This design comes from an exercise in tuning for small area on the open sky130 flow, not from production work.
At most, simulation tests tie the RTL to the original design; equivalence was not proved.
Function not checked in runs 1, 3 and 4: the RTL went through the layout flow alone.
Power and IR drop assume default switching activity.

==> design/flow/design.v <==
package tpft_pkg;
  localparam int FINGER_SLOTS = 5;
  localparam int SLOT_W       = 3;
  localparam logic [SLOT_W-1:0] LAST_SLOT = SLOT_W'(FINGER_SLOTS - 1);
  localparam int IN_TDATA_W  = 48;
  localparam int OUT_TDATA_W = 40;
  localparam int APB_ADDR_W = 4;
  localparam int APB_DATA_W = 32;
  localparam logic [3:0]  TOUCH_CODE_RST = 4'd3;
  localparam logic [3:0]  ABS_CODE_RST   = 4'd6;
  localparam logic [3:0]  REL_CODE_RST   = 4'd9;
  localparam logic [15:0] Y_LIMIT_RST    = 16'd32640;
  localparam logic [1:0] K_NONE  = 2'd0;    
  localparam logic [1:0] K_TOUCH = 2'd1;
  localparam logic [1:0] K_ABS   = 2'd2;
  localparam logic [1:0] K_REL   = 2'd3;
  localparam int CMD_W = 41;
endpackage
module tpft_front (
  input  logic [47:0]                pkt_i,
  input  logic [3:0]                 touch_code_i,
  input  logic [3:0]                 abs_code_i,
  input  logic [3:0]                 rel_code_i,
  output logic [tpft_pkg::CMD_W-1:0] cmd_o
);
  logic [7:0] b0, b1, b2, b3, b4, b5;
  logic       is_touch, is_abs, is_rel;
  logic [1:0] kind;
  logic [2:0] sa, sb;
  assign {b5, b4, b3, b2, b1, b0} = pkt_i;
  assign is_touch = (b0[3:0] == touch_code_i);
  assign is_abs   = !is_touch && (b0[3:0] == abs_code_i);
  assign is_rel   = !is_touch && !is_abs && (b0[3:0] == rel_code_i);
  assign kind = is_touch ? tpft_pkg::K_TOUCH :
                is_abs   ? tpft_pkg::K_ABS   :
                is_rel   ? tpft_pkg::K_REL   : tpft_pkg::K_NONE;
  assign sa = is_abs ? (b1[7] ? 3'd7 : b1[6:4] - 3'd1) : b0[6:4] - 3'd1;
  assign sb = b3[6:4] - 3'd1;
  assign cmd_o = {is_abs ? b3 : b5, b4, b2, b1,
                  sb[2:1], is_abs ? (b5 == 8'hff) : sb[0],
                  sa, is_rel ? b0[7] : b0[4], kind};
endmodule
module tpft_queue (
  input  logic                       clk_i,
  input  logic                       rst_ni,
  input  logic                       push_i,
  input  logic [tpft_pkg::CMD_W-1:0] push_data_i,
  output logic                       full_o,
  input  logic                       pop_i,
  output logic                       valid_o,
  output logic [tpft_pkg::CMD_W-1:0] pop_data_o
);
  logic [tpft_pkg::CMD_W-1:0] mem0_q, mem1_q;
  logic [1:0]                 cnt_q;
  logic                       do_push, do_pop;
  assign full_o     = cnt_q[1];
  assign valid_o    = cnt_q[1] || cnt_q[0];
  assign do_push    = push_i && !cnt_q[1];
  assign do_pop     = pop_i;
  assign pop_data_o = mem0_q;
  always_ff @(posedge clk_i or negedge rst_ni) begin
    if (!rst_ni) begin
      cnt_q <= '0;
    end else if (do_push != do_pop) begin
      cnt_q <= do_push ? cnt_q + 2'd1 : cnt_q - 2'd1;
    end
  end
  always_ff @(posedge clk_i) begin
    if (do_pop && cnt_q[1]) begin
      mem0_q <= mem1_q;
    end else if (do_push && (!cnt_q[0] || do_pop)) begin
      mem0_q <= push_data_i;
    end
    if (do_push) begin
      mem1_q <= push_data_i;
    end
  end
endmodule
module tpft_back (
  input  logic                             clk_i,
  input  logic                             rst_ni,
  input  logic [15:0]                      y_limit_i,
  input  logic                             cmd_valid_i,
  input  logic [tpft_pkg::CMD_W-1:0]       cmd_i,
  output logic                             cmd_pop_o,
  output logic                             m_axis_tvalid_o,
  input  logic                             m_axis_tready_i,
  output logic [tpft_pkg::OUT_TDATA_W-1:0] m_axis_tdata_o,
  output logic [1:0]                       m_axis_tuser_o,
  output logic                             m_axis_tlast_o
);
  localparam int N = tpft_pkg::FINGER_SLOTS;
  logic [N-1:0][15:0]          x_q, y_q;
  logic [N-1:0]                active_q, valid_q;
  logic                        button_q;
  logic [1:0]                  fault_q;
  logic                        busy_q;
  logic                        out_valid_q;
  logic [tpft_pkg::SLOT_W-1:0] slot_q;       
  logic [15:0]                 out_y_q;
  logic [tpft_pkg::CMD_W-1:0]  cur_q;
  logic                        load_en, step, last, pop;
  logic [tpft_pkg::SLOT_W-1:0] slot_n;
  logic [1:0]  c_kind;
  logic        c_button;
  logic [2:0]  c_sa, c_sb;
  logic [7:0]  c_p1, c_p2, c_p4, c_p5;
  logic        c_bad;
  assign {c_p5, c_p4, c_p2, c_p1, c_sb, c_sa, c_button, c_kind} = cur_q;
  assign c_bad = c_sa[2] && (c_sa[1] || c_sa[0]);
  assign load_en   = !out_valid_q || m_axis_tready_i;
  assign step      = load_en && busy_q;
  assign slot_n    = (slot_q == tpft_pkg::LAST_SLOT) ? '0 : slot_q + 1'b1;
  assign last      = (slot_q == tpft_pkg::LAST_SLOT - 1'b1);
  assign pop       = cmd_valid_i && (!busy_q || (step && last));
  assign cmd_pop_o = pop;
  function automatic logic [16:0] rca(input logic [15:0] a, input logic [15:0] b,
                                      input logic ci);
    logic c;
    c = ci;
    for (int i = 0; i < 16; i++) begin
      rca[i] = a[i] ^ b[i] ^ c;
      c      = (a[i] & b[i]) | (a[i] & c) | (b[i] & c);
    end
    rca[16] = c;
  endfunction
  logic        ma, mb, set_abs;
  logic        h_active, h_valid, h_touch;
  logic [15:0] h_x, h_y;
  logic [8:0]  dx, dy;
  logic [16:0] yi;
  assign ma      = (c_sa == slot_n);
  assign mb      = (c_sb == slot_n);
  assign set_abs = (c_kind == tpft_pkg::K_ABS) && ma && !c_sb[0];
  logic        rel_a, rel_b;
  logic [16:0] sdx, sdy;
  assign rel_a = (c_kind == tpft_pkg::K_REL) && ma;
  assign rel_b = (c_kind == tpft_pkg::K_REL) && mb;
  assign sdx   = rca({7'd0, rel_a ? {c_p1[7], c_p1} : 9'd0}, {7'd0, rel_b ? {c_p4[7], c_p4} : 9'd0}, 1'b0);
  assign sdy   = rca({7'd0, rel_a ? {c_p2[7], c_p2} : 9'd0}, {7'd0, rel_b ? {c_p5[7], c_p5} : 9'd0}, 1'b0);
  assign dx    = sdx[8:0];
  assign dy    = sdy[8:0];
  always_comb begin
    h_active = active_q[0];
    h_valid  = valid_q[0];
    case (c_kind)
      tpft_pkg::K_TOUCH: begin
        h_active = c_p1[slot_n];
        h_valid  = valid_q[0] && c_p1[slot_n];
      end
      tpft_pkg::K_ABS: if (ma) h_valid = !c_sb[0];
      default: ;
    endcase
  end
  logic [16:0] sx, sy;
  assign sx      = rca(x_q[0], {{7{dx[8]}}, dx}, 1'b0);
  assign sy      = rca(y_q[0], {{7{dy[8]}}, dy}, 1'b0);
  assign h_x     = set_abs ? {4'd0, c_p1[3:0], c_p2} : sx[15:0];
  assign h_y     = set_abs ? {c_p5, c_p4}            : sy[15:0];
  assign h_touch = h_active && h_valid;
  logic [16:0] yd;
  assign yd      = rca(y_limit_i, ~h_y, 1'b1);
  assign yi      = {~yd[16], yd[15:0]};
  always_ff @(posedge clk_i or negedge rst_ni) begin
    if (!rst_ni) begin
      active_q    <= '0;
      valid_q     <= '0;
      button_q    <= 1'b0;
      busy_q      <= 1'b0;
      out_valid_q <= 1'b0;
      slot_q      <= tpft_pkg::LAST_SLOT;
    end else begin
      if (load_en) begin
        out_valid_q <= busy_q;
      end
      if (step) begin
        active_q <= {h_active, active_q[N-1:1]};
        valid_q  <= {h_valid, valid_q[N-1:1]};
        slot_q   <= slot_n;
        if (last) begin
          busy_q <= 1'b0;
        end
        if (slot_n == '0 && c_kind != tpft_pkg::K_NONE &&
            !(c_kind == tpft_pkg::K_ABS && c_bad)) begin
          button_q <= c_button;
        end
      end
      if (pop) begin
        busy_q <= 1'b1;
      end
    end
  end
  always_ff @(posedge clk_i) begin
    if (pop) begin
      cur_q <= cmd_i;
    end
    if (step) begin
      x_q     <= {h_x, x_q[N-1:1]};
      y_q     <= {h_y, y_q[N-1:1]};
      out_y_q <= (h_touch && !yi[16]) ? yi[15:0] : 16'd0;
      if (slot_n == '0) begin
        fault_q <= (c_kind == tpft_pkg::K_NONE) ? 2'd1 : (c_kind[1] && c_bad) ? 2'd2 : 2'd0;
      end
    end
  end
  logic tail_touch;
  assign tail_touch = active_q[N-1] && valid_q[N-1];
  assign m_axis_tvalid_o = out_valid_q;
  assign m_axis_tdata_o  = {3'd0, button_q, out_y_q,
                            tail_touch ? x_q[N-1] : 16'd0, tail_touch, slot_q};
  assign m_axis_tuser_o  = fault_q;
  assign m_axis_tlast_o  = (slot_q == tpft_pkg::LAST_SLOT);
endmodule
module touchpad_packet_finger_tracker (
  input  logic                               clk_i,
  input  logic                               rst_ni,
  input  logic                               s_axis_tvalid_i,
  output logic                               s_axis_tready_o,
  input  logic [tpft_pkg::IN_TDATA_W-1:0]    s_axis_tdata_i,
  output logic                               m_axis_tvalid_o,
  input  logic                               m_axis_tready_i,
  output logic [tpft_pkg::OUT_TDATA_W-1:0]   m_axis_tdata_o,
  output logic [1:0]                         m_axis_tuser_o,
  output logic                               m_axis_tlast_o,
  input  logic                               psel,
  input  logic                               penable,
  input  logic                               pwrite,
  input  logic [tpft_pkg::APB_ADDR_W-1:0]    paddr,
  input  logic [tpft_pkg::APB_DATA_W-1:0]    pwdata,
  output logic [tpft_pkg::APB_DATA_W-1:0]    prdata,
  output logic                               pready
);
  logic [3:0]                 touch_code_q, abs_code_q, rel_code_q;
  logic [15:0]                y_limit_q;
  logic                       reg_wr;
  logic [tpft_pkg::CMD_W-1:0] front_cmd, q_cmd;
  logic                       q_full, q_valid, q_pop;
  assign pready = 1'b1;
  assign reg_wr = psel && penable && pwrite;
  always_ff @(posedge clk_i or negedge rst_ni) begin
    if (!rst_ni) begin
      touch_code_q <= tpft_pkg::TOUCH_CODE_RST;
      abs_code_q   <= tpft_pkg::ABS_CODE_RST;
      rel_code_q   <= tpft_pkg::REL_CODE_RST;
      y_limit_q    <= tpft_pkg::Y_LIMIT_RST;
    end else if (reg_wr) begin
      case (paddr[3:2])
        2'd0: touch_code_q <= pwdata[3:0];
        2'd1: abs_code_q   <= pwdata[3:0];
        2'd2: rel_code_q   <= pwdata[3:0];
        2'd3: y_limit_q    <= pwdata[15:0];
      endcase
    end
  end
  always_comb begin
    case (paddr[3:2])
      2'd0:    prdata = {28'd0, touch_code_q};
      2'd1:    prdata = {28'd0, abs_code_q};
      2'd2:    prdata = {28'd0, rel_code_q};
      default: prdata = {16'd0, y_limit_q};
    endcase
  end
  tpft_front u_front (
    .pkt_i        (s_axis_tdata_i),
    .touch_code_i (touch_code_q),
    .abs_code_i   (abs_code_q),
    .rel_code_i   (rel_code_q),
    .cmd_o        (front_cmd)
  );
  assign s_axis_tready_o = !q_full;
  tpft_queue u_queue (
    .clk_i       (clk_i),
    .rst_ni      (rst_ni),
    .push_i      (s_axis_tvalid_i),
    .push_data_i (front_cmd),
    .full_o      (q_full),
    .pop_i       (q_pop),
    .valid_o     (q_valid),
    .pop_data_o  (q_cmd)
  );
  tpft_back u_back (
    .clk_i           (clk_i),
    .rst_ni          (rst_ni),
    .y_limit_i       (y_limit_q),
    .cmd_valid_i     (q_valid),
    .cmd_i           (q_cmd),
    .cmd_pop_o       (q_pop),
    .m_axis_tvalid_o (m_axis_tvalid_o),
    .m_axis_tready_i (m_axis_tready_i),
    .m_axis_tdata_o  (m_axis_tdata_o),
    .m_axis_tuser_o  (m_axis_tuser_o),
    .m_axis_tlast_o  (m_axis_tlast_o)
  );
endmodule
==> design/flow/run.sh <==
#!/bin/bash
# synth_recipe.tcl (not shown) runs the flow's synth.tcl, then flattens the netlist and writes it again
# the make line also repeats each setting of config.mk as NAME=value (left out here)
make -C /OpenROAD-flow-scripts/flow DESIGN_CONFIG=/design/flow/config.mk WORK_HOME=/design/flow/orfs CLKGATE_MAP_FILE= SYNTH_SCRIPT=/design/flow/synth_recipe.tcl finish
==> design/flow/config.mk <==
export PLATFORM = sky130hd
export DESIGN_NAME = touchpad_packet_finger_tracker
export DESIGN_NICKNAME = touchpad_packet_finger_tracker
export VERILOG_FILES = /design/flow/design.v
export SDC_FILE = /design/flow/constraint.sdc
export NUM_CORES = 4
export LEC_CHECK = 0
export CAP_MARGIN = 20
export CORE_MARGIN = 2
export CORE_UTILIZATION = 40
export SLEW_MARGIN = 20
==> design/flow/constraint.sdc <==
create_clock -name core_clock -period 8.0 [get_ports {clk_i}]
set_input_delay 1.6000 -clock core_clock [delete_from_list [all_inputs] [get_ports {clk_i}]]
set_output_delay 1.6000 -clock core_clock [all_outputs]
set_load 0.01 [all_outputs]
==> results of run 1 <==
-- power groups by stage --
stage          logic, mW  registers, mW  clock network, mW
6_report            1.28           2.46               1.89
5_1_grt             1.42           2.49               2.01
4_1_cts             1.28           2.46               1.94
3_5_place_dp        1.25           2.50                  0
3_3_place_gp        1.23           2.49                  0
2_1_floorplan      0.818           2.44                  0
-- final cells by class --
class | instances | area share (%)
Clock buffer | 40 | 5.07
Clock inverter | 26 | 2.28
Inverter | 80 | 1.65
Multi-Input combinational cell | 482 | 23.4
Sequential cell | 347 | 55.2
Tap cell | 468 | 3.17
Timing Repair Buffer | 184 | 9.24
-- critical path, delay by kind of cell (launching register included) --
kind | cells | cell delay [ns]
adder cells (fa/ha/maj) | 20 | 6.87
AND/OR/NAND/NOR | 3 | 0.74
AO/OA/AOI/OAI | 3 | 0.51
flip-flops | 1 | 0.44
buffers and inverters | 4 | 0.31
-- placed cells by master, fill, tap and decap left out, types with 27 or more instances in the layout --
master | netlist | layout
fa_2 | 0 | 38
clkbuf_16 | 0 | 37
clkdlybuf4s50_1 | 0 | 129
inv_1 | 78 | 74
nand2_1 | 56 | 52
nor2_1 | 67 | 60
mux2_2 | 76 | 75
xnor2_1 | 27 | 27
edfxtp_1 | 301 | 301
dfrtp_1 | 31 | 30
buf_4 | 22 | 52
-- registers in the layout, summed over array words and instances, names as in the netlist --
register and count:
u_back.x_q 80, u_back.y_q 80, u_back.cur_q 41, u_queue.mem0_q 41, u_queue.mem1_q 41, u_back.out_y_q 16
y_limit_q 16, u_back.active_q 5, u_back.valid_q 5, abs_code_q 4, rel_code_q 4, touch_code_q 4
u_back.slot_q 3, u_back.fault_q 2, u_queue.cnt_q 2, u_back.busy_q 1, u_back.button_q 1, u_back.out_valid_q 1
-- path summary, 6_finish.rpt --
check | from | endpoint
worst min register to register | u_queue.mem0_q[6] | u_back.cur_q[6]
worst max-delay path | u_back.slot_q[0] | u_back.out_y_q[8]
max in group asynchronous | rst_ni | y_limit_q[15]
min in group asynchronous | rst_ni | u_queue.cnt_q[1]
worst min-delay path | u_queue.mem0_q[6] | u_back.cur_q[6]
worst max register to register | u_back.slot_q[0] | u_back.out_y_q[8]
-- metal layers --
metal | wire length [um] | global-route usage [%] | vias to the layer above
li1 | - | - | 3691
met1 | 14000 | 22.1 | 3862
met2 | 13000 | 23.0 | 163
met3 | 1020 | 2.66 | 36
met4 | 545 | 4.29 | 0
met5 | 0 | 0 | -
-- repair_timing --
action,CTS,global route
pin swaps,6,4
buffers inserted,1,0
gates resized for setup,7,9
gates cloned,1,0
setup endpoints to repair,19,20
-- cell families after synthesis --
kind of cell | Yosys count | synth area share [%]
AND/OR/NAND/NOR | 192 | 6.10
multiplexers | 87 | 6.98
XOR/XNOR | 37 | 2.20
adder cells (fa/ha/maj) | 69 | 8.30
buffers and inverters | 128 | 3.84
other | 2 | 0.0509
AO/OA/AOI/OAI | 77 | 3.30
flip-flops | 347 | 69.2
==> impl_metrics.tcl, run 1 <==
set metrics [dict create \
    status "failed layout checks" \
    check-failures "setup timing" \
    htreeDepth 2 \
    yosys.area.top_type_share_pct 61.3 \
    core_mm2 0.0364 \
    wl_per_cell_um 17.6 \
    fin_hold_ws_ns 0.411 \
    place_congestion 0.780 \
    crit_top_cell "fa_2" \
    maxCapViolCount 0 \
    insertion_delay_ns 0.52 \
    rsz0062_at_grt "true" \
    holdPathStages 0 \
    synth_most_common_cell "edfxtp_1" \
    hp-class "reg2reg" \
    synth_edf_count 301 \
    drive_above_1_share_pct 25.5 \
    period_share_pct 113 \
    layout.nets 1287 \
    worstPathArrival_ns 9.40 \
    critPathSlowestCell "fa_2" \
    synth.distinct_cells 54 \
    place_ws_ns -1.10 \
    swShare_pct 26.2 \
    drc 0 \
    postRouteAntennaNets 0 \
    cts_buffers 37 \
    drt_iter0_drc 522 \
    p_clk_share_pct 33.6 \
    syn-cell-area_mm2 0.0147 \
    grt_usage_pct 15.0 \
    setup_total_negative_slack_ns -16.39 \
    netlist_instances 939 \
    ys_top_cells_by_area "edfxtp_1, fa_1, mux2_2, dfrtp_1, dfstp_2" \
    area.growth.synth_to_final_pct 25.5 \
    grt_pass1_wl_um 44200 \
    layout.cells.non_filler 1627 \
    cp_slowest_stage_delay_ns 0.54 \
    synth.avg_cell_area_um2 15.7 \
    start_util_pct 40.5 \
    synth_warnings 3 \
    antenna_cells 0 \
    p_comb_share_pct 22.7 \
    antenna_found_initial 0 \
    synthTopCellsByCount "edfxtp_1, inv_1, mux2_2" \
    yosysSeqAreaShare_pct 69.2 \
    ys.flop_type "edfxtp_1" \
    num_rows 70 \
    clockRootBuffer "clkbuf_16" \
    clock_path_buffers 3 \
    slew_headroom_pct 34.4 \
    p_leak_nw 6.76 \
    max_freq_mhz 111 \
    grt_overflow 0 \
    drt_wl_total_um 28600 \
    async_reset_ff_share_pct 13.3 \
    slew_viol_final 0 \
    multi_input_area_mm2 0.00433 \
    critPathMaxFanout 9 \
    netSwitchingPower_mw 1.47 \
    synth_seq_cells 347 \
    hold_buffers 0 \
    vdd_drop_max_mv 0.150 \
    endpoint_kind "flip-flop" \
    layout_setup_ws_ns -1.05 \
    pin_count 169 \
    start_kind "flip-flop" \
    finClkSkew_ns 0.0239 \
    cts.sinks 347 \
    dieArea_mm2 0.0384 \
    worstSetupPathType "reg2reg" \
    num_vias 7752 \
    die_x_um 196 \
    port-buffer-count 130 \
    power-per-cell-area_mw_per_mm2 304 \
    die_h_um 196 \
    fin_crit_ns 9.05 \
    cts_tree "done" \
    total_power_mw 5.63 \
    crit_required_ns 8.36 \
    dr.pass1.iters 4 \
    regArea_mm2 0.0102 \
    placedInstanceArea_mm2 0.0171 \
    synth_top_area_cell "edfxtp_1" \
    vias_per_cell 4.76 \
    path_clk_slew_ns 0.06 \
    fin_area_mm2 0.0185 \
    grt_pass1_vias 7851 \
    pwr-share-seq_pct 43.7 \
    nFillCells 3058 \
    ff2ff_path_depth 30 \
    dpl.hpwl_um 20100 \
    max_slew.worst_pin.slew_ns 0.984 \
    hold_violations 0 \
    p_int_mw 4.16 \
    rrSetupSlack_ns -1.05 \
    final_util_pct 50.8 \
    placed_cells 1559 \
    finalSetupViolations 19 \
    grt_max_degree 77 \
]
==> run 2: changes to the inputs <==
--- a/design/flow/design.v
+++ b/design/flow/design.v
@@ -116,12 +116,2 @@
   assign cmd_pop_o = pop;
-  function automatic logic [16:0] rca(input logic [15:0] a, input logic [15:0] b,
-                                      input logic ci);
-    logic c;
-    c = ci;
-    for (int i = 0; i < 16; i++) begin
-      rca[i] = a[i] ^ b[i] ^ c;
-      c      = (a[i] & b[i]) | (a[i] & c) | (b[i] & c);
-    end
-    rca[16] = c;
-  endfunction
   logic        ma, mb, set_abs;
@@ -134,10 +124,10 @@
   assign set_abs = (c_kind == tpft_pkg::K_ABS) && ma && !c_sb[0];
-  logic        rel_a, rel_b;
-  logic [16:0] sdx, sdy;
-  assign rel_a = (c_kind == tpft_pkg::K_REL) && ma;
-  assign rel_b = (c_kind == tpft_pkg::K_REL) && mb;
-  assign sdx   = rca({7'd0, rel_a ? {c_p1[7], c_p1} : 9'd0}, {7'd0, rel_b ? {c_p4[7], c_p4} : 9'd0}, 1'b0);
-  assign sdy   = rca({7'd0, rel_a ? {c_p2[7], c_p2} : 9'd0}, {7'd0, rel_b ? {c_p5[7], c_p5} : 9'd0}, 1'b0);
-  assign dx    = sdx[8:0];
-  assign dy    = sdy[8:0];
+  always_comb begin
+    dx = '0;
+    dy = '0;
+    if (c_kind == tpft_pkg::K_REL) begin
+      dx = (ma ? {c_p1[7], c_p1} : 9'd0) + (mb ? {c_p4[7], c_p4} : 9'd0);
+      dy = (ma ? {c_p2[7], c_p2} : 9'd0) + (mb ? {c_p5[7], c_p5} : 9'd0);
+    end
+  end
   always_comb begin
@@ -154,11 +144,6 @@
   end
-  logic [16:0] sx, sy;
-  assign sx      = rca(x_q[0], {{7{dx[8]}}, dx}, 1'b0);
-  assign sy      = rca(y_q[0], {{7{dy[8]}}, dy}, 1'b0);
-  assign h_x     = set_abs ? {4'd0, c_p1[3:0], c_p2} : sx[15:0];
-  assign h_y     = set_abs ? {c_p5, c_p4}            : sy[15:0];
+  assign h_x     = set_abs ? {4'd0, c_p1[3:0], c_p2} : x_q[0] + {{7{dx[8]}}, dx};
+  assign h_y     = set_abs ? {c_p5, c_p4}            : y_q[0] + {{7{dy[8]}}, dy};
   assign h_touch = h_active && h_valid;
-  logic [16:0] yd;
-  assign yd      = rca(y_limit_i, ~h_y, 1'b1);
-  assign yi      = {~yd[16], yd[15:0]};
+  assign yi      = {1'b0, y_limit_i} - {1'b0, h_y};
   always_ff @(posedge clk_i or negedge rst_ni) begin
==> run 2 against run 1 <==
Now clean on timing, DRC and antenna. Cell area is 4.5% higher. Maximum frequency is 21% higher. Clock-buffer cell count is 5 higher. Synthesized area is 8.4% higher. Worst hold slack hardly changed. Highest routed layer unchanged.
==> impl_metrics.tcl, run 2 <==
set metrics [dict create \
    status "complete, no violations" \
    synth_seq_cells 347 \
    cp_slowest_stage_delay_ns 0.61 \
    synth_compound_area_share_pct 7.14 \
    port-buffer-count 130 \
    critPathMaxFanout 10 \
    syn-cell-area_mm2 0.0160 \
    async_reset_ff_share_pct 13.3 \
    clockRootBuffer "clkbuf_16" \
    die_h_um 204 \
    vdd_drop_max_mv 0.157 \
    slew_viol_final 0 \
    num_vias 9317 \
    setup_total_negative_slack_ns 0 \
    drt_wl_total_um 33000 \
    start_kind "flip-flop" \
    p_leak_nw 7.50 \
    cts_buffers 39 \
    p_comb_share_pct 23.6 \
    swShare_pct 28.1 \
    grt_pass1_wl_um 51700 \
    num_rows 73 \
    power-per-cell-area_mw_per_mm2 295 \
    pwr-share-seq_pct 42.5 \
    worstSetupPathType "reg2reg" \
    antenna_found_initial 1 \
    dieArea_mm2 0.0416 \
    max_slew.worst_pin.slew_ns 1.05 \
    grt_usage_pct 16.1 \
    critPathSlowestCell "dfstp_2" \
    hp-class "reg2reg" \
    rsz0062_at_grt "false" \
    slew_headroom_pct 30.0 \
    yosys.area.top_type_share_pct 56.6 \
    netlist_instances 1145 \
    layout.nets 1464 \
    synth_edf_count 301 \
    drc 0 \
    dpl.hpwl_um 22900 \
    yosys.area_share.simple_pct 9.51 \
    mostFrequentLayoutCells "edfxtp_1, clkdlybuf4s50_1, mux2_2, nor2_1, ha_1" \
    grt_overflow 0 \
    ys_top_cells_by_area "edfxtp_1, mux2_2, ha_1, dfrtp_1, dfstp_2" \
    cts_tree "done" \
    synth_top_area_cell "edfxtp_1" \
    synth.distinct_cells 76 \
    regArea_mm2 0.0102 \
    netSwitchingPower_mw 1.60 \
    fin_crit_ns 7.45 \
    endpoint_kind "flip-flop" \
    placed_cells 1784 \
    die_x_um 204 \
    synth.avg_cell_area_um2 14.0 \
    vias_per_cell 5.01 \
    nFillCells 3442 \
    insertion_delay_ns 0.56 \
    yosysSeqAreaShare_pct 63.9 \
    multi_input_area_mm2 0.00541 \
    wl_per_cell_um 17.7 \
    synth_fa_ha_area_share_pct 6.08 \
    cts.sinks 347 \
    p_int_mw 4.09 \
    worstPathArrival_ns 7.83 \
    drive_above_1_share_pct 17.0 \
    p_clk_share_pct 33.9 \
    muxShareOfSynthArea_pct 6.73 \
    postRouteAntennaNets 0 \
    synth_warnings 3 \
    synthTopCellsByCount "edfxtp_1, mux2_2, nor2_1" \
    drt_iter0_drc 522 \
    grt_max_degree 101 \
    max_freq_mhz 134 \
    crit_required_ns 8.37 \
    finClkSkew_ns 0.0168 \
    htreeDepth 2 \
    final_common_cell "edfxtp_1" \
    path_clk_slew_ns 0.06 \
    hold_violations 0 \
    maxCapViolCount 0 \
    synth_top_family_by_area "simple AND/OR/NAND/NOR gates" \
    period_share_pct 93.2 \
    start_util_pct 40.4 \
    hold_buffers 0 \
    grt_pass1_vias 9440 \
    final_util_pct 48.9 \
    layout.cells.non_filler 1858 \
    finalSetupViolations 0 \
    core_mm2 0.0395 \
    pin_count 169 \
    top_regs "u_back.x_q (80), u_back.y_q (80)" \
    clock_path_buffers 3 \
    dr.pass1.iters 5 \
    ys.flop_type "edfxtp_1" \
    ff2ff_path_depth 38 \
    synthXorXnorAreaFrac_pct 3.56 \
    area.growth.synth_to_final_pct 20.9 \
    place_congestion 0.835 \
    synth_most_common_cell "edfxtp_1" \
    holdPathStages 0 \
]
## run 2: cell types whose count changed in the layout (fill, tap and decap cells not counted), moves of 10 or more
cell	before	now
o21ai_0	20	31
xor2_1	8	33
inv_1	74	54
buf_4	52	13
and2_1	7	46
nor3_1	7	17
a21oi_1	24	44
a21o_1	1	17
nor2_1	60	71
ha_1	11	65
fa_2	38	0
## run 2: per-layer routing
layer / track usage [%] / share of wire, % / vias up / routed length (um)
li1: - / - / 4515 / -
met3: 2.85 / 4.1 / 58 / 1350
met2: 25.1 / 46 / 203 / 15300
met5: 0 / 0 / - / 0
met4: 6.93 / 3.2 / 0 / 1040
met1: 22.3 / 46 / 4541 / 15300
## run 2: through the flow
stage,instance area [um2],power (mW),worst slack [ns],hold WS [ns]
finish,19300,5.69,0.546,0.411
global route,19300,6.00,0.0167,0.414
CTS,19300,5.74,0.0310,0.412
detailed placement,17900,3.78,0.0596,0.405
global placement,17900,3.74,0.287,0.400
floorplan,16000,3.36,0.793,0.400
## run 2: kinds of logic after synthesis
| group | Yosys count |
|---|---|
| flops | 347 |
| simple gates | 295 |
| compound gates | 168 |
| buf+inv | 103 |
| mux | 91 |
| fa+ha+maj | 75 |
| xor+xnor | 64 |
| other cells | 2 |
## run 2: layout make-up
| type | count | area share, % |
|---|---|---|
| diodes | 1 | 0.0130 |
| clock buffers | 45 | 5.39 |
| clock inverters | 27 | 1.87 |
| inverters | 55 | 1.09 |
| multi-input cells | 713 | 28.0 |
| flip-flops and latches | 347 | 52.8 |
| well taps | 525 | 3.40 |
| repair buffers | 145 | 7.38 |
## run 2: worst paths after layout
path	from	endpoint	slack, ns
setup / recovery	u_back.slot_q[2]	u_back.out_y_q[11]	0.55
hold / removal	u_queue.mem0_q[11]	u_back.cur_q[11]	0.41
setup reg to reg	u_back.slot_q[2]	u_back.out_y_q[11]	0.55
hold reg to reg	u_queue.mem0_q[11]	u_back.cur_q[11]	0.41
max in group asynchronous	rst_ni	u_back.slot_q[0]	6.37
min in group asynchronous	rst_ni	rel_code_q[1]	1.15
## run 2: power by group through the flow
stage	Clock [mW]	Sequential, mW	Combinational [mW]
global placement	0	2.45	1.29
floorplan	0	2.39	0.975
global route	2.06	2.44	1.50
CTS	1.99	2.42	1.33
finish	1.93	2.42	1.34
detailed placement	0	2.45	1.32
## run 2: what timing repair did
action,4_1_cts,5_1_grt
setup buffers,0,1
endpoints found under the hold margin,0,0
setup endpoints to repair,0,16
gates resized for setup,0,13
## run 2: worst max-delay path, delay by kind of cell, from the launching register on
family	cells	cell delay, ns
muxes	1	0.10
buffers and inverters	3	0.30
adders and majority gates	6	1.89
xor gates and xnor gates	1	0.15
DFF	1	0.61
AOI/OAI and AO/OA	14	2.17
and+or+nand+nor	13	2.05
==> run 3: changes to the inputs <==
--- a/design/flow/design.v
+++ b/design/flow/design.v
@@ -98,7 +98,7 @@
   logic                        out_valid_q;
-  logic [tpft_pkg::SLOT_W-1:0] slot_q;       
-  logic [15:0]                 out_y_q;
+  logic [tpft_pkg::SLOT_W-1:0] next_q;       
+  logic [15:0]                 y_limit_q;    
   logic [tpft_pkg::CMD_W-1:0]  cur_q;
   logic                        load_en, step, last, pop;
-  logic [tpft_pkg::SLOT_W-1:0] slot_n;
+  logic [tpft_pkg::SLOT_W-1:0] slot_n, out_slot;
   logic [1:0]  c_kind;
@@ -112,11 +112,61 @@
   assign step      = load_en && busy_q;
-  assign slot_n    = (slot_q == tpft_pkg::LAST_SLOT) ? '0 : slot_q + 1'b1;
-  assign last      = (slot_q == tpft_pkg::LAST_SLOT - 1'b1);
+  assign slot_n    = next_q;
+  assign last      = (next_q == tpft_pkg::LAST_SLOT);
+  assign out_slot  = (next_q == '0) ? tpft_pkg::LAST_SLOT : next_q - 1'b1;
   assign pop       = cmd_valid_i && (!busy_q || (step && last));
   assign cmd_pop_o = pop;
+  function automatic logic [16:0] rca(input logic [15:0] a, input logic [15:0] b,
+                                      input logic ci);
+    logic c;
+    c = ci;
+    for (int i = 0; i < 16; i++) begin
+      rca[i] = a[i] ^ b[i] ^ c;
+      c      = (a[i] & b[i]) | (a[i] & c) | (b[i] & c);
+    end
+    rca[16] = c;
+  endfunction
+  function automatic logic [15:0] add_s9(input logic [15:0] y, input logic [8:0] d);
+    logic [16:0] lo;
+    logic        up, dn, ones, zeros;
+    lo    = rca({7'd0, y[8:0]}, {7'd0, d}, 1'b0);
+    up    = lo[9] && !d[8];
+    dn    = !lo[9] && d[8];
+    ones  = 1'b1;
+    zeros = 1'b1;
+    add_s9[8:0] = lo[8:0];
+    for (int i = 9; i < 16; i++) begin
+      add_s9[i] = y[i] ^ ((up && ones) || (dn && zeros));
+      ones      = ones && y[i];
+      zeros     = zeros && !y[i];
+    end
+  endfunction
+  function automatic logic [16:0] sub_ge(input logic [15:0] a, input logic [15:0] b);
+    logic [15:0] p, g;
+    logic [4:0]  cb;
+    logic        c, bg, bp;
+    p     = a ^ ~b;
+    g     = a & ~b;
+    cb[0] = 1'b1;
+    for (int k = 0; k < 4; k++) begin
+      bg = 1'b0;
+      bp = 1'b1;
+      for (int i = 4 * k; i < 4 * k + 4; i++) begin
+        bg = g[i] || (p[i] && bg);
+        bp = bp && p[i];
+      end
+      cb[k+1] = bg || (bp && cb[k]);
+    end
+    for (int k = 0; k < 4; k++) begin
+      c = cb[k];
+      for (int i = 4 * k; i < 4 * k + 4; i++) begin
+        sub_ge[i] = p[i] ^ c;
+        c         = g[i] || (p[i] && c);
+      end
+    end
+    sub_ge[16] = cb[4];
+  endfunction
   logic        ma, mb, set_abs;
-  logic        h_active, h_valid, h_touch;
+  logic        h_active, h_valid;
   logic [15:0] h_x, h_y;
   logic [8:0]  dx, dy;
-  logic [16:0] yi;
   assign ma      = (c_sa == slot_n);
@@ -124,10 +174,10 @@
   assign set_abs = (c_kind == tpft_pkg::K_ABS) && ma && !c_sb[0];
-  always_comb begin
-    dx = '0;
-    dy = '0;
-    if (c_kind == tpft_pkg::K_REL) begin
-      dx = (ma ? {c_p1[7], c_p1} : 9'd0) + (mb ? {c_p4[7], c_p4} : 9'd0);
-      dy = (ma ? {c_p2[7], c_p2} : 9'd0) + (mb ? {c_p5[7], c_p5} : 9'd0);
-    end
-  end
+  logic        rel_a, rel_b;
+  logic [16:0] sdx, sdy;
+  assign rel_a = (c_kind == tpft_pkg::K_REL) && ma;
+  assign rel_b = (c_kind == tpft_pkg::K_REL) && mb;
+  assign sdx   = rca({7'd0, rel_a ? {c_p1[7], c_p1} : 9'd0}, {7'd0, rel_b ? {c_p4[7], c_p4} : 9'd0}, 1'b0);
+  assign sdy   = rca({7'd0, rel_a ? {c_p2[7], c_p2} : 9'd0}, {7'd0, rel_b ? {c_p5[7], c_p5} : 9'd0}, 1'b0);
+  assign dx    = sdx[8:0];
+  assign dy    = sdy[8:0];
   always_comb begin
@@ -144,6 +194,4 @@
   end
-  assign h_x     = set_abs ? {4'd0, c_p1[3:0], c_p2} : x_q[0] + {{7{dx[8]}}, dx};
-  assign h_y     = set_abs ? {c_p5, c_p4}            : y_q[0] + {{7{dy[8]}}, dy};
-  assign h_touch = h_active && h_valid;
-  assign yi      = {1'b0, y_limit_i} - {1'b0, h_y};
+  assign h_x     = set_abs ? {4'd0, c_p1[3:0], c_p2} : add_s9(x_q[0], dx);
+  assign h_y     = set_abs ? {c_p5, c_p4}            : add_s9(y_q[0], dy);
   always_ff @(posedge clk_i or negedge rst_ni) begin
@@ -155,3 +203,3 @@
       out_valid_q <= 1'b0;
-      slot_q      <= tpft_pkg::LAST_SLOT;
+      next_q      <= '0;
     end else begin
@@ -163,3 +211,3 @@
         valid_q  <= {h_valid, valid_q[N-1:1]};
-        slot_q   <= slot_n;
+        next_q   <= last ? '0 : next_q + 1'b1;
         if (last) begin
@@ -184,3 +232,3 @@
       y_q     <= {h_y, y_q[N-1:1]};
-      out_y_q <= (h_touch && !yi[16]) ? yi[15:0] : 16'd0;
+      y_limit_q <= y_limit_i;
       if (slot_n == '0) begin
@@ -190,9 +238,11 @@
   end
-  logic tail_touch;
+  logic        tail_touch;
+  logic [16:0] yd;
   assign tail_touch = active_q[N-1] && valid_q[N-1];
+  assign yd = sub_ge(y_limit_q, y_q[N-1]);
   assign m_axis_tvalid_o = out_valid_q;
-  assign m_axis_tdata_o  = {3'd0, button_q, out_y_q,
-                            tail_touch ? x_q[N-1] : 16'd0, tail_touch, slot_q};
+  assign m_axis_tdata_o  = {3'd0, button_q, (tail_touch && yd[16]) ? yd[15:0] : 16'd0,
+                            tail_touch ? x_q[N-1] : 16'd0, tail_touch, out_slot};
   assign m_axis_tuser_o  = fault_q;
-  assign m_axis_tlast_o  = (slot_q == tpft_pkg::LAST_SLOT);
+  assign m_axis_tlast_o  = (next_q == '0);
 endmodule
==> run 3 against run 2 <==
Sequential power grew 6%. Critical endpoint is now u_back.y_q[79]. Largest power group unchanged. Still clean. Highest routed layer unchanged. Via count shrank 15%. Clock power shrank 11%. Synthesized cell count shrank 14%.
==> impl_metrics.tcl, run 3 <==
set metrics [dict create \
    ys.flop_type "edfxtp_1" \
    endpoint_kind "flip-flop" \
    regArea_mm2 0.0102 \
    mostFrequentLayoutCells "edfxtp_1, clkdlybuf4s50_1, nand2_1, mux2_2, inv_1" \
    synth_edf_count 301 \
    cp_num_buf_inv 2 \
    slew_viol_final 0 \
    crit_required_ns 8.25 \
    cts_tree "done" \
    cts_resized 0 \
    netlist_instances 987 \
    netSwitchingPower_mw 1.37 \
    dieArea_mm2 0.0393 \
    drt_wl_total_um 28600 \
    rsz0062_at_grt "false" \
    maxCapViolCount 0 \
    core_mm2 0.0374 \
    dpl.hpwl_um 19500 \
    hold_buffers 0 \
    min_to "u_back.cur_q[13]" \
    worstSetupPathType "reg2reg" \
    pwr-share-seq_pct 48.9 \
    final_common_cell "edfxtp_1" \
    critPathSlowestCell "fa_1" \
    antenna_found_initial 0 \
    p_int_mw 3.89 \
    synthTopCellsByCount "edfxtp_1, nand2_1, mux2_2" \
    wl_per_cell_um 17.2 \
    start_util_pct 40.3 \
    hp-class "reg2reg" \
    synth.distinct_cells 53 \
    cts_setup_buffers 0 \
    htreeDepth 2 \
    layout_setup_ws_ns 0.883 \
    grt_pass1_vias 8010 \
    synth_warnings 3 \
    postRouteAntennaNets 0 \
    grt_pass1_wl_um 44700 \
    max_slew.worst_pin.slew_ns 1.03 \
    pin_count 169 \
    fin_crit_ns 7.12 \
    holdPathStages 0 \
    crit_top_cell "fa_1" \
    slew_headroom_pct 31.4 \
    dr.pass1.iters 5 \
    port-buffer-count 130 \
    vdd_drop_max_mv 0.167 \
    synth_most_common_cell "edfxtp_1" \
    total_power_mw 5.26 \
    status "complete, no violations" \
    insertion_delay_ns 0.53 \
    async_reset_ff_share_pct 13.3 \
    drc 0 \
    worstPathArrival_ns 7.37 \
    max_freq_mhz 141 \
    period_share_pct 89.0 \
    clock_path_buffers 3 \
    synth_top_area_cell "edfxtp_1" \
    setup_total_negative_slack_ns 0 \
    hp-start "u_queue.mem0_q[13]" \
    grt_max_degree 72 \
    ys_top_cells_by_area "edfxtp_1, fa_1, dfrtp_1, mux2_2, nand2_1" \
    swShare_pct 26.0 \
    power-per-cell-area_mw_per_mm2 290 \
    clockRootBuffer "clkbuf_16" \
    p_leak_nw 6.97 \
    r2r_end "u_back.y_q[79]" \
    multi_input_area_mm2 0.00443 \
    rrSetupSlack_ns 0.88 \
    place_ws_ns 0.850 \
    path_delay_family "adder cells" \
    yosys.area.top_type_share_pct 60.0 \
    grt_overflow 0 \
    cts.sinks 347 \
    yosysSeqAreaShare_pct 67.7 \
    layout.nets 1306 \
    drt_iter0_drc 486 \
    num_rows 71 \
    finClkSkew_ns 0.0186 \
    top_regs "u_back.x_q (80), u_back.y_q (80)" \
    syn-cell-area_mm2 0.0151 \
    num_vias 7901 \
    drive_above_1_share_pct 14.5 \
    place_congestion 0.777 \
    finalSetupViolations 0 \
    critPathMaxFanout 9 \
    r2r_start "u_back.next_q[2]" \
    synth_seq_cells 347 \
    p_clk_share_pct 32.8 \
    vias_per_cell 4.73 \
    crit_chain "xnor2_1 > and3_1 > and2_1 > nand2_1 > fa_1 > inv_1 > fa_1 > fa_1 > fa_1 > fa_1 > fa_1 > fa_1 > fa_1 > inv_1 > fa_1 > ha_1 > or4b_1 > or3_1 > mux2i_1 > xnor2_1 > o21ai_1" \
    hold_violations 0 \
    die_x_um 198 \
    nFillCells 3215 \
    start_kind "flip-flop" \
    area.growth.synth_to_final_pct 20.3 \
    cp_slowest_stage_delay_ns 0.55 \
    path_clk_slew_ns 0.06 \
    p_comb_share_pct 18.3 \
    die_h_um 198 \
    grt_usage_pct 14.9 \
    antenna_cells 0 \
    cts_buffers 37 \
    ff2ff_path_depth 21 \
    synth.avg_cell_area_um2 15.3 \
]
run 3: cell types whose count changed after synthesis, sizes merged, moves of 14 or more:
cell   before  now
nand2      57  128
nor2       85   36
and2       49   10
fa          5   43
a21oi      46   13
ha         67   38
a21o       17    0
xor2       33   16
o21ai      33   19
run 3: power groups by stage:
stage / combinational, mW / sequential (mW) / clock, mW
6_report: 0.963 / 2.57 / 1.72
5_1_grt: 1.09 / 2.61 / 1.84
4_1_cts: 0.986 / 2.58 / 1.78
3_5_place_dp: 0.977 / 2.61 / 0
3_3_place_gp: 0.964 / 2.61 / 0
2_1_floorplan: 0.671 / 2.52 / 0
run 3: how the worst max path moves through the flow:
| stage | cells after the start | endpoint | slack, ns | startpoint |
|---|---|---|---|---|
| floorplan | 4 | u_back.x_q[0] | 0.35 | m_axis_tready_i |
| global placement | 21 | u_back.y_q[79] | 0.92 | u_back.next_q[2] |
| detailed placement | 21 | u_back.y_q[79] | 0.85 | u_back.next_q[2] |
| CTS | 21 | u_back.y_q[79] | 0.82 | u_back.next_q[2] |
| global route | 21 | u_back.y_q[79] | 0.38 | u_back.next_q[2] |
| finish | 21 | u_back.y_q[79] | 0.88 | u_back.next_q[2] |
run 3: area by class of cell:
| type | instances | share of cell area [%] |
|---|---|---|
| Sequential cell | 347 | 56.3 |
| Clock inverter | 21 | 1.42 |
| Tap cell | 511 | 3.53 |
| Timing Repair Buffer | 140 | 7.63 |
| Clock buffer | 42 | 5.33 |
| Inverter | 65 | 1.37 |
| Multi-Input combinational cell | 543 | 24.4 |
run 3: logic make-up (layout without fill, tap and decap cells):
family / after synthesis / after routing / synth area share [%]
flip-flops: 347 / 347 / 67.7
AND/OR/NAND/NOR: 260 / 260 / 8.19
buffers and inverters: 115 / 268 / 3.53
multiplexers: 92 / 92 / 7.36
adder cells (fa/ha/maj): 81 / 81 / 8.86
AO/OA/AOI/OAI: 50 / 50 / 1.98
XOR/XNOR: 40 / 40 / 2.32
other: 2 / 20 / 0.0498
run 3: per-stage QoR:
stage / utilization [%] / std cells / hold slack, ns / instance area (um2)
final: 48.5 / 1669 / 0.415 / 18100
after global routing: 48.5 / 1669 / 0.418 / 18100
after CTS: 48.5 / 1669 / 0.417 / 18100
after detailed placement: 45.2 / 1606 / 0.405 / 16900
after global placement: 45.2 / 1605 / 0.400 / 16900
after floorplan: - / 1005 / 0.400 / 15100
run 3: routing by layer:
| layer | vias to the layer above | part of all wire (%) | track usage (%) |
|---|---|---|---|
| li1 | 3754 | - | - |
| met1 | 3967 | 47 | 21.3 |
| met2 | 145 | 47 | 23.4 |
| met3 | 35 | 4.2 | 2.66 |
| met4 | 0 | 1.9 | 4.54 |
| met5 | - | 0 | 0 |
==> run 4: changes to the inputs <==
--- a/design/flow/config.mk
+++ b/design/flow/config.mk
@@ -9,3 +9,4 @@
 export CORE_MARGIN = 2
-export CORE_UTILIZATION = 40
+export CORE_UTILIZATION = 60
+export CTS_BUF_LIST = sky130_fd_sc_hd__clkbuf_4 sky130_fd_sc_hd__clkbuf_8
 export SLEW_MARGIN = 20
==> run 4 against run 3 <==
Highest routed layer unchanged. Total power down 5.5%. Sequential power barely moved. Still clean. Non-clock buffer count down 2. Via count up 1.8%. Critical path type unchanged.
==> impl_metrics.tcl, run 4 <==
set metrics [dict create \
    power-per-cell-area_mw_per_mm2 280 \
    num_vias 8040 \
    async_reset_ff_share_pct 13.3 \
    path_clk_slew_ns 0.06 \
    dieArea_mm2 0.0264 \
    grt_pass1_wl_um 43600 \
    synth_edf_count 301 \
    synth_compound_area_share_pct 1.98 \
    ys.flop_type "edfxtp_1" \
    synth_seq_cells 347 \
    total_power_mw 4.97 \
    max_freq_mhz 136 \
    synth.avg_cell_area_um2 15.3 \
    layout.nets 1322 \
    cp_num_buf_inv 2 \
    holdPathStages 0 \
    slew_headroom_pct 34.2 \
    r2r_start "u_back.next_q[2]" \
    place_congestion 0.815 \
    core_mm2 0.0249 \
    pin_count 169 \
    clockRootBuffer "clkbuf_8" \
    min_to "u_back.y_q[10]" \
    crit_chain "xnor2_1 > and3_1 > and2_1 > nand2_1 > fa_1 > inv_1 > fa_1 > fa_1 > fa_1 > fa_1 > fa_1 > fa_1 > fa_1 > inv_1 > fa_1 > ha_1 > or4b_1 > or3_1 > mux2i_1 > xnor2_1 > o21ai_1" \
    final_common_cell "edfxtp_1" \
    synth_top_family_by_area "adder cells" \
    cts_setup_buffers 0 \
    finClkSkew_ns 0.0237 \
    synth_most_common_cell "edfxtp_1" \
    synth.distinct_cells 53 \
    hp-start "u_back.y_q[26]" \
    setup_total_negative_slack_ns 0 \
    muxShareOfSynthArea_pct 7.36 \
    p_leak_nw 6.96 \
    status "complete, no violations" \
    grt_pass1_vias 8152 \
    slew_viol_final 0 \
    r2r_end "u_back.y_q[79]" \
    start_kind "flip-flop" \
    drc 0 \
    ys_top_cells_by_area "edfxtp_1, fa_1, dfrtp_1, mux2_2, nand2_1" \
    layout_setup_ws_ns 0.672 \
    cts.sinks 347 \
    crit_top_cell "fa_1" \
    critPathMaxFanout 9 \
    grt_usage_pct 21.7 \
    htreeDepth 2 \
    postRouteAntennaNets 0 \
    dr.pass1.iters 5 \
    critPathSlowestCell "fa_1" \
    yosys.area_share.simple_pct 8.19 \
    path_delay_family "adder cells" \
    mostFrequentLayoutCells "edfxtp_1, clkdlybuf4s50_1, nand2_1, mux2_2, inv_1" \
    yosysSeqAreaShare_pct 67.7 \
    synthTopCellsByCount "edfxtp_1, nand2_1, mux2_2" \
    start_util_pct 60.6 \
    finalSetupViolations 0 \
    synthXorXnorAreaFrac_pct 2.32 \
    clock_path_buffers 3 \
    cts_tree "done" \
    antenna_found_initial 0 \
    vias_per_cell 5.27 \
    num_rows 58 \
    vdd_drop_max_mv 0.183 \
    syn-cell-area_mm2 0.0151 \
    port-buffer-count 130 \
    synth_fa_ha_area_share_pct 8.86 \
    startpoint "u_back.next_q[2]" \
    grt_max_degree 74 \
    drt_wl_total_um 27600 \
    synth_top_area_cell "edfxtp_1" \
    rrSetupSlack_ns 0.67 \
    cp_slowest_stage_delay_ns 0.54 \
    max_slew.worst_pin.slew_ns 0.986 \
    yosys.area.top_type_share_pct 60.0 \
    worstPathArrival_ns 7.61 \
    fin_crit_ns 7.33 \
    insertion_delay_ns 0.57 \
    area.growth.synth_to_final_pct 17.7 \
    die_x_um 163 \
    hold_violations 0 \
    hold_buffers 0 \
    wl_per_cell_um 18.1 \
    maxCapViolCount 0 \
    rsz0062_at_grt "false" \
    synth_warnings 3 \
    antenna_cells 0 \
    crit_required_ns 8.29 \
    dpl.hpwl_um 18500 \
    hp-class "reg2reg" \
    netlist_instances 987 \
    worstSetupPathType "reg2reg" \
    grt_overflow 0 \
    drive_above_1_share_pct 17.6 \
    top_regs "u_back.x_q (80), u_back.y_q (80)" \
    die_h_um 163 \
    cts_resized 0 \
    place_ws_ns 0.741 \
    drt_iter0_drc 520 \
    endpoint_kind "flip-flop" \
    ff2ff_path_depth 21 \
    period_share_pct 91.6 \
    critical_path_cell_count 21 \
    cts_buffers 55 \
    final_util_pct 71.3 \
]
## run 4: cell counts after synthesis
No cell type changed its count.
## run 4: worst max-delay path by stage
stage | endpoint | slack (ns)
2_1_floorplan | u_back.x_q[0] | 0.35
3_3_place_gp | u_back.y_q[79] | 0.90
3_5_place_dp | u_back.y_q[79] | 0.74
4_1_cts | u_back.y_q[79] | 0.68
5_1_grt | u_back.y_q[79] | 0.24
6_report | u_back.y_q[79] | 0.67
## run 4: layout make-up
cell class / count / area (um2)
Clock buffer: 84 / 993
Clock inverter: 18 / 80.1
Fill cell: 1703 / 7150
Inverter: 65 / 249
Multi-Input combinational cell: 543 / 4440
Sequential cell: 347 / 10200
Tap cell: 330 / 413
Timing Repair Buffer: 138 / 1360
## run 4: layer usage
metal  vias to the layer above  GRT usage [%]  share of wire [%]
met2                       197           34.5                 48
li1                       3809              -                  -
met4                         0           5.63                1.5
met5                         -              0                  0
met3                        38           3.82                4.2
met1                      3996           31.5                 46
## run 4: stage by stage
| step | area [um2] | hold WS (ns) | cells |
|---|---|---|---|
| global placement | 16700 | 0.401 | 1423 |
| floorplan | 15100 | 0.400 | 1005 |
| finish | 17700 | 0.411 | 1525 |
| detailed placement | 16700 | 0.405 | 1423 |
| global route | 17700 | 0.418 | 1525 |
| CTS | 17700 | 0.415 | 1525 |
## run 4: power by group
part           internal [mW]  switching (mW)
logic                  0.450           0.510
clock network          0.790           0.649
registers               2.38           0.190
## run 4: cells by family (layout without fill, tap and decap cells)
logic type	after synthesis	count (layout)
AO/OA/AOI/OAI	50	50
XOR/XNOR	40	40
adder cells (fa/ha/maj)	81	81
buffers and inverters	115	305
flip-flops	347	347
multiplexers	92	92
other	2	20
AND/OR/NAND/NOR	260	260
==> run 5: changes to the inputs <==
--- a/design/flow/design.v
+++ b/design/flow/design.v
@@ -36,4 +36,4 @@
                 is_rel   ? tpft_pkg::K_REL   : tpft_pkg::K_NONE;
-  assign sa = is_abs ? (b1[7] ? 3'd7 : b1[6:4] - 3'd1) : b0[6:4] - 3'd1;
-  assign sb = b3[6:4] - 3'd1;
+  assign sa = is_abs ? (b1[7] ? 3'd0 : b1[6:4]) : b0[6:4];
+  assign sb = b3[6:4];
   assign cmd_o = {is_abs ? b3 : b5, b4, b2, b1,
@@ -102,3 +102,4 @@
   logic                        load_en, step, last, pop;
-  logic [tpft_pkg::SLOT_W-1:0] slot_n, out_slot;
+  logic                        first;
+  logic [tpft_pkg::SLOT_W-1:0] out_slot;
   logic [1:0]  c_kind;
@@ -109,8 +110,8 @@
   assign {c_p5, c_p4, c_p2, c_p1, c_sb, c_sa, c_button, c_kind} = cur_q;
-  assign c_bad = c_sa[2] && (c_sa[1] || c_sa[0]);
+  assign c_bad = (c_sa == 3'd0) || (c_sa[2] && c_sa[1]);
   assign load_en   = !out_valid_q || m_axis_tready_i;
   assign step      = load_en && busy_q;
-  assign slot_n    = next_q;
-  assign last      = (next_q == tpft_pkg::LAST_SLOT);
-  assign out_slot  = (next_q == '0) ? tpft_pkg::LAST_SLOT : next_q - 1'b1;
+  assign last      = (next_q == 3'd5);
+  assign first     = (next_q == 3'd1);
+  assign out_slot  = first ? tpft_pkg::LAST_SLOT : next_q - 3'd2;
   assign pop       = cmd_valid_i && (!busy_q || (step && last));
@@ -171,4 +172,4 @@
   logic [8:0]  dx, dy;
-  assign ma      = (c_sa == slot_n);
-  assign mb      = (c_sb == slot_n);
+  assign ma      = (c_sa == next_q);
+  assign mb      = (c_sb == next_q);
   assign set_abs = (c_kind == tpft_pkg::K_ABS) && ma && !c_sb[0];
@@ -182,2 +183,4 @@
   assign dy    = sdy[8:0];
+  logic [7:0] bitmap;
+  assign bitmap = {2'b00, c_p1[4:0], 1'b0};
   always_comb begin
@@ -187,4 +190,4 @@
       tpft_pkg::K_TOUCH: begin
-        h_active = c_p1[slot_n];
-        h_valid  = valid_q[0] && c_p1[slot_n];
+        h_active = bitmap[next_q];
+        h_valid  = valid_q[0] && bitmap[next_q];
       end
@@ -203,3 +206,3 @@
       out_valid_q <= 1'b0;
-      next_q      <= '0;
+      next_q      <= 3'd1;
     end else begin
@@ -211,3 +214,3 @@
         valid_q  <= {h_valid, valid_q[N-1:1]};
-        next_q   <= last ? '0 : next_q + 1'b1;
+        next_q   <= last ? 3'd1 : next_q + 3'd1;
         if (last) begin
@@ -215,3 +218,3 @@
         end
-        if (slot_n == '0 && c_kind != tpft_pkg::K_NONE &&
+        if (first && c_kind != tpft_pkg::K_NONE &&
             !(c_kind == tpft_pkg::K_ABS && c_bad)) begin
@@ -233,3 +236,3 @@
       y_limit_q <= y_limit_i;
-      if (slot_n == '0) begin
+      if (first) begin
         fault_q <= (c_kind == tpft_pkg::K_NONE) ? 2'd1 : (c_kind[1] && c_bad) ? 2'd2 : 2'd0;
@@ -246,3 +249,3 @@
   assign m_axis_tuser_o  = fault_q;
-  assign m_axis_tlast_o  = (next_q == '0);
+  assign m_axis_tlast_o  = first;
 endmodule
--- a/design/flow/config.mk
+++ b/design/flow/config.mk
@@ -9,4 +9,6 @@
 export CORE_MARGIN = 2
-export CORE_UTILIZATION = 60
-export CTS_BUF_LIST = sky130_fd_sc_hd__clkbuf_4 sky130_fd_sc_hd__clkbuf_8
+export CORE_UTILIZATION = 65
+export CTS_BUF_LIST = sky130_fd_sc_hd__clkbuf_16
+export CTS_CLUSTER_DIAMETER = 80
+export CTS_CLUSTER_SIZE = 30
 export SLEW_MARGIN = 20
==> run 5 against run 4 <==
Still clean on timing, DRC and antenna. Clock skew decreased by 0.0075 ns. Combinational power down 25%. Via count down 3.9%. Clock power is 32% lower. Critical endpoint unchanged.
==> impl_metrics.tcl, run 5 <==
set metrics [dict create \
    synth_most_common_cell "edfxtp_1" \
    cts.sinks 347 \
    p_comb_share_pct 17.6 \
    cts_setup_buffers 0 \
    fin_crit_ns 7.19 \
    antenna_found_initial 0 \
    finClkSkew_ns 0.0161 \
    status "complete, no violations" \
    synth_edf_count 301 \
    dpl.hpwl_um 18200 \
    period_share_pct 89.8 \
    final_common_cell "edfxtp_1" \
    p_int_mw 3.03 \
    async_reset_ff_share_pct 13.3 \
    hp-class "reg2reg" \
    insertion_delay_ns 0.51 \
    regArea_mm2 0.0102 \
    num_rows 55 \
    cp_slowest_stage_delay_ns 0.67 \
    drc 0 \
    slew_viol_final 0 \
    wl_per_cell_um 19.3 \
    worstSetupPathType "reg2reg" \
    rsz0062_at_grt "false" \
    finalSetupViolations 0 \
    vias_per_cell 5.61 \
    pin_count 169 \
    slew_headroom_pct 31.2 \
    ys_top_cells_by_area "edfxtp_1, fa_1, dfrtp_1, mux2_2, nand2_1" \
    crit_top_cell "fa_1" \
    max_slew.worst_pin.slew_ns 1.03 \
    maxCapViolCount 0 \
    synth_warnings 3 \
    yosysSeqAreaShare_pct 68.1 \
    syn-cell-area_mm2 0.0150 \
    critPathSlowestCell "dfstp_2" \
    ys.flop_type "edfxtp_1" \
    synth.distinct_cells 51 \
    antenna_cells 0 \
    nFillCells 1382 \
    netSwitchingPower_mw 1.04 \
    yosys.area.top_type_share_pct 60.3 \
    die_x_um 156 \
    drt_iter0_drc 681 \
    p_leak_nw 6.60 \
    clockRootBuffer "clkbuf_16" \
    hold_violations 0 \
    grt_overflow 0 \
    netlist_instances 960 \
    start_kind "flip-flop" \
    dr.pass1.iters 5 \
    endpoint_kind "flip-flop" \
    mostFrequentLayoutCells "edfxtp_1, clkdlybuf4s50_1, nand2_1, mux2_2, inv_1" \
    synth.avg_cell_area_um2 15.6 \
    synth_seq_cells 347 \
    grt_usage_pct 22.2 \
    dieArea_mm2 0.0243 \
    start_util_pct 66.2 \
    p_clk_share_pct 23.9 \
    pwr-share-seq_pct 58.5 \
    cts_buffers 16 \
    top_regs "u_back.x_q (80), u_back.y_q (80)" \
    grt_pass1_vias 7641 \
    swShare_pct 25.6 \
    total_power_mw 4.07 \
    synthTopCellsByCount "edfxtp_1, nand2_1, mux2_2" \
    multi_input_area_mm2 0.00436 \
    drive_above_1_share_pct 13.5 \
    layout.nets 1248 \
    postRouteAntennaNets 0 \
    grt_pass1_wl_um 41500 \
    crit_chain "xor2_1 > nor3_1 > buf_4 > and2_1 > nand2_1 > fa_1 > inv_1 > fa_1 > fa_1 > fa_1 > fa_1 > fa_1 > fa_1 > fa_1 > inv_1 > fa_1 > ha_1 > or4b_1 > o41ai_1 > xnor2_1 > o21ai_1" \
    vdd_drop_max_mv 0.281 \
    port-buffer-count 130 \
    grt_max_degree 75 \
    placed_cells 1349 \
    layout.cells.non_filler 1378 \
    drt_wl_total_um 26600 \
    die_h_um 156 \
    synth_top_area_cell "edfxtp_1" \
    crit_required_ns 8.26 \
    place_congestion 0.807 \
    clock_path_buffers 3 \
    power-per-cell-area_mw_per_mm2 238 \
    worstPathArrival_ns 7.44 \
    cts_resized 0 \
    hold_buffers 0 \
    core_mm2 0.0226 \
    setup_total_negative_slack_ns 0 \
    num_vias 7726 \
    cts_tree "done" \
    path_clk_slew_ns 0.11 \
    area.growth.synth_to_final_pct 14.0 \
    max_freq_mhz 139 \
    critPathMaxFanout 12 \
    htreeDepth 1 \
]
[run 5: cell types whose count changed after synthesis, sizes merged, moves of 4 or more]
cell and change:
a21o +5, buf +4, ha -7, inv -7
mux2i -4, nand2 -11, nand3 -5, nor2 -11
nor3b +13, xnor2 -6
[run 5: cell families after synthesis]
logic type / share of synthesized area (%)
AOI/OAI and AO/OA: 2.43
DFF: 68.1
and+or+nand+nor: 8.06
muxes: 7.41
other: 0.0501
buffers and inverters: 3.49
xor gates and xnor gates: 2.10
adders and majority gates: 8.33
[run 5: critical path, delay by kind of cell, from the launching register on]
| family | cells | cell delay (ns) |
|---|---|---|
| fa+ha+maj | 10 | 3.99 |
| simple gates | 4 | 1.16 |
| flops | 1 | 0.67 |
| compound gates | 2 | 0.44 |
| buf+inv | 3 | 0.36 |
| xor+xnor | 2 | 0.32 |
[run 5: through the flow]
stage               util [%]  hold WS [ns]  area [um2]  setup WS, ns
global route            75.4         0.427       17100         0.367
finish                  75.4         0.423       17100         0.813
detailed placement      73.0         0.405       16500         0.803
CTS                     75.3         0.423       17100         0.764
floorplan                  -         0.400       15100         0.486
global placement        72.8         0.401       16500         0.871
[run 5: metal layers]
layer  wire (um)  global-route usage, %  vias up
li1            -                      -     3631
met2       12800                   35.9      188
met4         503                   4.19        0
met3         995                   2.28       34
met5           0                      0        -
met1       12400                   33.9     3873
[run 5: cell type report]
| cell class | instances | share of cell area [%] |
|---|---|---|
| clock buffer | 17 | 2.49 |
| clock inverter | 11 | 0.593 |
| inverter | 57 | 1.28 |
| multi-input combinational | 521 | 25.5 |
| sequential | 347 | 59.8 |
| tap | 285 | 2.09 |
| timing repair buffer | 140 | 8.23 |
[run 5: path summary, 6_finish.rpt]
check                      cells past startpoint          endpoint             start  slack (ns)
setup / recovery                              21    u_back.y_q[79]  u_back.next_q[0]        0.81
setup reg to reg                              21    u_back.y_q[79]  u_back.next_q[0]        0.81
hold reg to reg                                0    u_back.y_q[35]    u_back.y_q[51]        0.42
hold / removal                                 0    u_back.y_q[35]    u_back.y_q[51]        0.42
min in group asynchronous                      1      y_limit_q[6]            rst_ni        1.11
max in group asynchronous                      1  u_queue.cnt_q[1]            rst_ni        6.47
[run 5: power by group through the flow]
stage / logic [mW] / registers (mW) / clock network, mW
after CTS: 0.723 / 2.38 / 0.997
after global placement: 0.693 / 2.41 / 0
after detailed placement: 0.714 / 2.42 / 0
after global routing: 0.800 / 2.40 / 1.05
final: 0.716 / 2.38 / 0.973
after floorplan: 0.506 / 2.35 / 0
==> run 6: changes to the inputs <==
--- a/design/flow/config.mk
+++ b/design/flow/config.mk
@@ -10,5 +10,5 @@
 export CORE_UTILIZATION = 65
-export CTS_BUF_LIST = sky130_fd_sc_hd__clkbuf_16
-export CTS_CLUSTER_DIAMETER = 80
-export CTS_CLUSTER_SIZE = 30
+export CTS_BUF_LIST = sky130_fd_sc_hd__clkbuf_8
+export CTS_CLUSTER_DIAMETER = 60
+export CTS_CLUSTER_SIZE = 16
 export SLEW_MARGIN = 20
==> run 6 against run 5 <==
Clock power decreased by 4.7%. Non-clock buffer count is the same. Cell count increased by 1.5%. Via count increased by 1.6%. Register-to-register slack better by 0.02 ns. Critical path type unchanged. Utilization about the same. Flip-flop and latch count unchanged. Sequential share of layout area barely moved. Global-route usage is 0.11 points higher.
==> impl_metrics.tcl, run 6 <==
set metrics [dict create \
    status "complete, no violations" \
    dr.pass1.iters 4 \
    drive_above_1_share_pct 14.7 \
    rrSetupSlack_ns 0.84 \
    finClkSkew_ns 0.0289 \
    endpoint_kind "flip-flop" \
    die_x_um 156 \
    multi_input_area_mm2 0.00436 \
    async_reset_ff_share_pct 13.3 \
    cts_resized 0 \
    slew_viol_final 0 \
    clock_path_buffers 3 \
    cts_buffers 29 \
    vias_per_cell 5.61 \
    port-buffer-count 130 \
    netlist_instances 960 \
    num_vias 7849 \
    startpoint "u_back.next_q[0]" \
    setup_total_negative_slack_ns 0 \
    regArea_mm2 0.0102 \
    cts.sinks 347 \
    dieArea_mm2 0.0243 \
    nFillCells 1400 \
    r2r_start "u_back.next_q[0]" \
    start_util_pct 66.2 \
    cts_tree "done" \
    layout.nets 1261 \
    ys_top_cells_by_area "edfxtp_1, fa_1, dfrtp_1, mux2_2, nand2_1" \
    hp-class "reg2reg" \
    drc 0 \
    yosysSeqAreaShare_pct 68.1 \
    synth_most_common_cell "edfxtp_1" \
    max_slew.worst_pin.slew_ns 1.04 \
    top_regs "u_back.x_q (80), u_back.y_q (80)" \
    grt_usage_pct 22.3 \
    syn-cell-area_mm2 0.0150 \
    synth_warnings 3 \
    vdd_drop_max_mv 0.156 \
    place_congestion 0.807 \
    clockRootBuffer "clkbuf_8" \
    htreeDepth 1 \
    min_to "u_back.y_q[6]" \
    wl_per_cell_um 19.1 \
    ys.flop_type "edfxtp_1" \
    antenna_cells 0 \
    num_rows 55 \
    slew_headroom_pct 30.3 \
    antenna_found_initial 0 \
    critPathMaxFanout 12 \
    cts_setup_buffers 0 \
    hold_buffers 0 \
    yosys.area.top_type_share_pct 60.3 \
    synth.distinct_cells 51 \
    synthTopCellsByCount "edfxtp_1, nand2_1, mux2_2" \
    worstSetupPathType "reg2reg" \
    dpl.hpwl_um 18200 \
    start_kind "flip-flop" \
    grt_overflow 0 \
    period_share_pct 89.6 \
    postRouteAntennaNets 0 \
    pin_count 169 \
    rsz0062_at_grt "false" \
    max_freq_mhz 140 \
    holdPathStages 0 \
    crit_required_ns 8.33 \
    synth_seq_cells 347 \
    mostFrequentLayoutCells "edfxtp_1, clkdlybuf4s50_1, nand2_1, inv_1, mux2_2" \
    grt_pass1_wl_um 41500 \
    hp-start "u_back.y_q[22]" \
    path_clk_slew_ns 0.10 \
    maxCapViolCount 0 \
    r2r_end "u_back.y_q[79]" \
    synth_edf_count 301 \
    synth_top_area_cell "edfxtp_1" \
    die_h_um 156 \
    insertion_delay_ns 0.58 \
    fin_crit_ns 7.16 \
    drt_iter0_drc 719 \
    grt_pass1_vias 7721 \
    synth.avg_cell_area_um2 15.6 \
    ff2ff_path_depth 21 \
    area.growth.synth_to_final_pct 13.9 \
    drt_wl_total_um 26700 \
    power-per-cell-area_mw_per_mm2 236 \
    core_mm2 0.0226 \
    final_common_cell "edfxtp_1" \
    p_leak_nw 6.61 \
    worstPathArrival_ns 7.49 \
    final_util_pct 75.4 \
    grt_max_degree 75 \
    finalSetupViolations 0 \
    hold_violations 0 \
]
[run 6: worst max-delay path by stage]
stage               cells past startpoint  slack (ns)              to
floorplan                               4        0.49   u_back.x_q[0]
global placement                       21        0.87  u_back.y_q[79]
detailed placement                     21        0.80  u_back.y_q[79]
CTS                                    21        0.81  u_back.y_q[79]
global route                           21        0.39  u_back.y_q[79]
finish                                 21        0.84  u_back.y_q[79]
[run 6: cell families after synthesis]
logic type               count (synthesis)  synth area share (%)
AO/OA/AOI/OAI                           58                  2.43
XOR/XNOR                                36                  2.10
adder cells (fa/ha/maj)                 74                  8.33
buffers and inverters                  110                  3.49
flip-flops                             347                  68.1
multiplexers                            89                  7.41
other                                    2                0.0501
AND/OR/NAND/NOR                        244                  8.06
[run 6: layer usage]
metal  GRT usage [%]  wire length (um)
met1            34.0             12200
met2            35.4             12600
met3            2.86              1330
met4            5.07               536
met5               0                 0
[run 6: stage by stage]
stage | area (um2) | hold slack (ns) | setup slack [ns] | power [mW] | instances
after detailed placement | 16500 | 0.405 | 0.803 | 3.13 | 1349
after CTS | 17100 | 0.426 | 0.807 | 4.05 | 1398
final | 17100 | 0.425 | 0.835 | 4.02 | 1399
after global placement | 16500 | 0.401 | 0.871 | 3.10 | 1347
after global routing | 17100 | 0.425 | 0.389 | 4.21 | 1399
after floorplan | 15100 | 0.400 | 0.486 | 2.85 | 978
[run 6: area by class of cell]
class / count / area share [%]
sequential: 347 / 59.8
multi-input combinational: 521 / 25.6
timing repair buffer: 140 / 8.22
clock buffer: 29 / 2.34
tap: 285 / 2.09
inverter: 57 / 1.28
clock inverter: 20 / 0.726
[run 6: report_power, final]
group	switching [mW]	internal, mW	total, mW
combinational	0.358	0.356	0.714
sequential	0.146	2.24	2.38
clock	0.574	0.353	0.927
total	1.08	2.95	4.02
[run 6: critical path: stages (launching register included)]
cell and delay, ns:
dfstp_2 0.67, xor2_1 0.10, nor3_1 0.21, buf_4 0.21
and2_1 0.30, nand2_1 0.15, fa_1 0.55, inv_1 0.05
fa_1 0.43, fa_1 0.44, fa_1 0.43, fa_1 0.42
fa_1 0.45, fa_1 0.44, fa_1 0.45, inv_1 0.10
fa_1 0.19, ha_1 0.17, or4b_1 0.50, o41ai_1 0.35
xnor2_1 0.21, o21ai_1 0.08

==> static timing again, ports no longer ideal <==
No port has a modelled driver above. Below, the same layouts with a new extraction and two added sets of constraints.
Step 1 sets driving cells, clkbuf_16 on the clock port and buf_2 on the other inputs (assumed; they add their load-dependent delay and slew).
Step 2, shift: input delay + t, output delay - t, t = (earliest + latest rising clock arrival at the registers) / 2. This alone moves slack from input paths to output paths.
Three values: ideal ports, drivers, drivers and shift; two values: the first two.
run	t, ns	setup WS [ns]	hold slack, ns	worst setup path after step 2	cell pins on the clock port's net
run 1	0.559	-1.045 / -1.045 / -1.045	0.411 / 0.411 / 0.411	register to register	1
run 2	0.598	0.546 / 0.546 / 0.546	0.411 / 0.411 / 0.411	register to register	1
run 3	0.566	0.883 / 0.883 / 0.883	0.415 / 0.415 / 0.415	register to register	1
run 4	0.607	0.672 / 0.672 / 0.672	0.411 / 0.411 / 0.411	register to register	1
run 5	0.544	0.813 / 0.813 / 0.813	0.423 / 0.423 / 0.423	register to register	1
run 6	0.613	0.835 / 0.835 / 0.835	0.425 / 0.425 / 0.425	register to register	1
